Background: an optimization exercise with open tools, aiming at small area, a short achievable clock period and few clock cycles. Do not read the settings as production practice. The RTL was checked by simulation tests, not by an equivalence proof against the original design. Power figures rest on the tool's default switching activity, not on a simulated workload. No driver is modelled on the clock port, so clocking that relies on it looks cheaper here than on a real chip.

==> flow/design.v <==
module rpn_sequencer #(
    parameter int PROG_DEPTH = 64
) (
    input  logic                          clk,
    input  logic                          nrst,
    input  logic                          ld_valid,
    input  logic [17:0]                   ld_token,
    output logic                          ld_ready,
    input  logic                          prog_clr,
    input  logic                          start,
    input  logic [9:0]                    rpn_cnt,
    input  logic [15:0]                   rpn_out,
    output logic                          rpn_step,
    output logic                          rpn_push,
    output logic [1:0]                    rpn_op,
    output logic [15:0]                   rpn_d,
    output logic                          busy,
    output logic                          done,
    output logic                          err,
    output logic [$clog2(PROG_DEPTH)-1:0] err_pc,
    output logic [15:0]                   result,
    output logic [$clog2(PROG_DEPTH):0]   prog_len
);
    localparam int AW = $clog2(PROG_DEPTH);
    localparam logic [AW:0] LEN_MAX = (AW+1)'(PROG_DEPTH);
    logic [16:0]   prog_mem [PROG_DEPTH];
    logic [AW-1:0] rd_q;       
    logic [PROG_DEPTH-1:0] sel_q;   
    logic [16:0]   part_q [4];  
    logic [16:0]   nxt_q;      
    logic          nxt_ok_q;   
    logic [AW:0]   len_q;
    logic          nrdy_q;     
    logic [9:0]    depth_q;    
    logic          step_q;
    logic          fin_q;      
    logic          push_q;
    logic [1:0]    op_q;
    logic [15:0]   d_q;
    logic          busy_q;
    logic          done_q;
    logic          err_q;
    logic [AW-1:0] err_pc_q;
    logic [15:0]   result_q;
    logic          ld_ready_c;
    logic          load_fire;
    logic [16:0]   wr_tok;
    logic [16:0]   rd_tok;
    logic [16:0]   tok0;
    logic [16:0]   tok1;
    logic [16:0]   part_d [4];
    always_comb begin
        wr_tok[16]   = (ld_token[17:16] == 2'd0);
        wr_tok[15:2] = ld_token[15:2];
        wr_tok[1:0]  = wr_tok[16] ? ld_token[1:0] : ld_token[17:16];
    end
    assign ld_ready_c = !(nrdy_q || start || prog_clr);
    assign load_fire  = ld_valid && ld_ready_c;
    logic [7:0]    wp_hi_q;
    logic [7:0]    wp_lo_q;
    logic [16:0]   wp_d_q;
    always_ff @(posedge clk) begin
        for (int i = 0; i < 8; i++) begin
            wp_hi_q[i] <= (len_q[5:3] == 3'(i));
            wp_lo_q[i] <= load_fire && (len_q[2:0] == 3'(i));
        end
        wp_d_q <= wr_tok;
        for (int w = 0; w < 3; w++) begin
            if (load_fire && len_q[AW-1:0] == AW'(w)) prog_mem[w] <= wr_tok;
        end
        for (int w = 3; w < PROG_DEPTH; w++) begin
            if (wp_hi_q[w / 8] && wp_lo_q[w % 8]) prog_mem[w] <= wp_d_q;
        end
    end
    always_comb begin
        for (int p = 0; p < 4; p++) begin
            part_d[p] = '0;
            for (int w = p * (PROG_DEPTH / 4); w < (p + 1) * (PROG_DEPTH / 4); w++) begin
                part_d[p] = part_d[p] | (prog_mem[w] & {17{sel_q[w]}});
            end
        end
        rd_tok = part_q[0] | part_q[1] | part_q[2] | part_q[3];
        tok0 = prog_mem[0];
        tok1 = prog_mem[1];
    end
    logic start_go;
    always_comb begin
        if (tok0[16])               start_go = (rpn_cnt != 10'h3FF);
        else if (tok0[1:0] == 2'd1) start_go = (rpn_cnt != 10'd0);
        else                        start_go = (rpn_cnt[9:1] != 9'd0);
        start_go = start_go && (len_q != '0);
    end
    logic d_eq1023, d_eq0, d_ge2;
    logic q_eq1022, q_eq1023, q_eq0, q_eq1, q_ge1, q_ge2, q_ge3;
    logic is_add;
    always_comb begin
        q_eq1023 = (depth_q == 10'd1023);
        q_eq1022 = (depth_q == 10'd1022);
        q_eq0    = (depth_q == 10'd0);
        q_eq1    = (depth_q == 10'd1);
        q_ge1    = !q_eq0;
        q_ge2    = (depth_q[9:1] != 9'd0);
        q_ge3    = q_ge2 && !(depth_q == 10'd2);
        is_add   = op_q[1];    
        if (push_q) begin
            d_eq1023 = q_eq1022; d_eq0 = 1'b0;  d_ge2 = q_ge1;
        end else if (is_add) begin
            d_eq1023 = 1'b0;     d_eq0 = q_eq1; d_ge2 = q_ge3;
        end else begin
            d_eq1023 = q_eq1023; d_eq0 = q_eq0; d_ge2 = q_ge2;
        end
    end
    logic nxt_legal, go, adv;
    always_comb begin
        if (nxt_q[16])               nxt_legal = !d_eq1023;
        else if (nxt_q[1:0] == 2'd1) nxt_legal = !d_eq0;
        else                         nxt_legal = d_ge2;
        go  = step_q && nxt_ok_q && nxt_legal;
        adv = busy_q ? go : start;
    end
    always_ff @(posedge clk) begin
        for (int p = 0; p < 4; p++) part_q[p] <= part_d[p];
        nxt_q  <= busy_q ? rd_tok : tok1;
        rd_q   <= adv ? rd_q + 1'b1 : AW'(1);
        sel_q  <= adv ? {sel_q[PROG_DEPTH-2:0], sel_q[PROG_DEPTH-1]} : PROG_DEPTH'(4);
        if (busy_q) begin
            depth_q <= depth_q + (push_q ? 10'd1 : (is_add ? 10'h3FF : 10'd0));
            push_q  <= nxt_q[16];
            op_q    <= nxt_q[16] ? 2'd0 : nxt_q[1:0];
            d_q     <= nxt_q[16] ? nxt_q[15:0] : 16'd0;
            nxt_ok_q <= nxt_ok_q && (rd_q != len_q[AW-1:0]);
        end else begin
            depth_q <= rpn_cnt;
            push_q  <= tok0[16];
            op_q    <= tok0[16] ? 2'd0 : tok0[1:0];
            d_q     <= tok0[16] ? tok0[15:0] : 16'd0;
            nxt_ok_q <= (len_q > (AW+1)'(1));
        end
        if (busy_q && step_q && nxt_ok_q && !nxt_legal) err_pc_q <= rd_q - 1'b1;
        if (busy_q && !step_q && !fin_q)                err_pc_q <= '0;
        if (busy_q && !step_q)                          result_q <= rpn_out;
    end
    always_ff @(posedge clk or negedge nrst) begin
        if (!nrst) begin
            len_q   <= '0;
            nrdy_q  <= 1'b0;
            step_q  <= 1'b0;
            fin_q   <= 1'b0;
            busy_q  <= 1'b0;
            done_q  <= 1'b0;
            err_q   <= 1'b0;
        end else begin
            if (!busy_q) begin
                if (start) begin
                    done_q <= 1'b0;
                    err_q  <= 1'b0;
                    busy_q <= 1'b1;
                    nrdy_q <= 1'b1;
                    step_q <= start_go;
                end else if (prog_clr) begin
                    len_q <= '0;
                    nrdy_q <= 1'b0;
                end else if (load_fire) begin
                    len_q <= len_q + 1'b1;
                    nrdy_q <= (len_q == LEN_MAX - 1'b1);
                end
            end else if (step_q) begin
                if (!nxt_ok_q) begin
                    step_q <= 1'b0;
                    fin_q  <= 1'b1;
                end else if (!nxt_legal) begin
                    busy_q <= 1'b0;
                    nrdy_q <= len_q[AW];
                    step_q <= 1'b0;
                    err_q  <= 1'b1;
                end
            end else begin
                busy_q <= 1'b0;
                nrdy_q <= len_q[AW];
                fin_q  <= 1'b0;
                if (fin_q || len_q == '0) done_q <= 1'b1;
                else                      err_q  <= 1'b1;
            end
        end
    end
    assign ld_ready  = ld_ready_c;
    assign rpn_step  = step_q;
    assign rpn_push  = push_q;
    assign rpn_op    = op_q;
    assign rpn_d     = d_q;
    assign busy      = busy_q;
    assign done      = done_q;
    assign err       = err_q;
    assign err_pc    = err_pc_q;
    assign result    = result_q;
    assign prog_len  = len_q;
endmodule
export LEC_CHECK = 0
export CAP_MARGIN = 20
export CORE_MARGIN = 2
export CORE_UTILIZATION = 70
export SETUP_SLACK_MARGIN = 2.55
export SLEW_MARGIN = 20
create_clock -name core_clock -period 5.0 [get_ports {clk}]
standard.sh (not shown) runs the stock make flow with config.mk's settings and CLKGATE_MAP_FILE= SYNTH_SCRIPT=/design/flow/synth_recipe.tcl, a recipe that flattens the netlist after the stock synthesis.
==> flow/flow/run.sh <==
#!/bin/bash
# Layout flow: the standard ORFS flow (standard.sh, unchanged synthesis
# and steps) with settings changed:
#  - port buffers are sky130_fd_sc_hd__buf_4 cells (every input and output
#    port is still buffered, as in the standard flow)
#  - clock tree synthesis inserts no dummy loads and clusters up to 25
#    sinks within 80 um per leaf buffer
# ORFS writes each step's full log under orfs/logs/; make's own output goes
# to flow_make.log in this folder.
set -euo pipefail
export BUFFER_PORTS_ARGS="-buffer_cell sky130_fd_sc_hd__buf_4"
export CTS_ARGS="-sink_clustering_enable -repair_clock_nets -dont_use_dummy_load -sink_clustering_size 25 -sink_clustering_max_diameter 80"
bash standard.sh finish > flow_make.log 2>&1
The first run completed with no timing, DRC or antenna violations.
Testbench counts at the start, summed over its fixed seeds: cycles 22,275.
Then changed:
==> flow/flow/run.sh (replaced) <==
#!/bin/bash
# Layout flow: the standard ORFS flow (standard.sh, unchanged synthesis
# and steps) with settings changed:
#  - port buffers are sky130_fd_sc_hd__buf_4 cells (every input and output
#    port is still buffered, as in the standard flow)
#  - clock tree synthesis inserts no dummy loads and clusters up to 32
#    sinks within 100 um per leaf buffer
# ORFS writes each step's full log under orfs/logs/; make's own output goes
# to flow_make.log in this folder.
set -euo pipefail
export BUFFER_PORTS_ARGS="-buffer_cell sky130_fd_sc_hd__buf_4"
export CTS_ARGS="-sink_clustering_enable -repair_clock_nets -dont_use_dummy_load -sink_clustering_size 32 -sink_clustering_max_diameter 100"
bash standard.sh finish > flow_make.log 2>&1
The new run produced a clean layout.
Clock power goes down by about 10%.
Sequential share of layout area went up by 0.48 points.
Total power falls by about 2.6%.
Synthesized area is unchanged.
Worst setup slack barely changes.
Critical path depth stays the same.
Count of clock-buffer cells in the layout decreases by 13.
Final area drops by about 0.6%.
Worst hold slack improves by 0.0051 ns.

[what the ideal ports hide]
The results above use ideal ports. As a check the final layouts listed here were re-extracted and re-timed, cells and wires unchanged.
Step 1, drivers: a clkbuf_16 drives clk and a buf_2 each remaining input, both assumed.
Step 2 times the ports against the registers' clock, not the clock port: input delays grow and output delays shrink by t, the midpoint of the rising clock arrivals with the driver on.
a / b / c = no drivers / after step 1 / after step 2; a / b = the first two.
run | shift t [ns] | setup WS [ns] | worst setup path after step 2 | clock arrival spread, ns | cell pins on the clock port's net
the first run | 0.722 | 2.566 / 2.517 / 2.016 | input to register | 0.060 / 0.060 | 1
the second run | 0.709 | 2.566 / 2.523 / 2.028 | input to register | 0.051 / 0.050 | 1
After both steps every run listed still meets setup and hold. For the first run, which loses most, drivers alone change the setup slack by -0.049 ns; drivers and shift together by -0.550 ns.
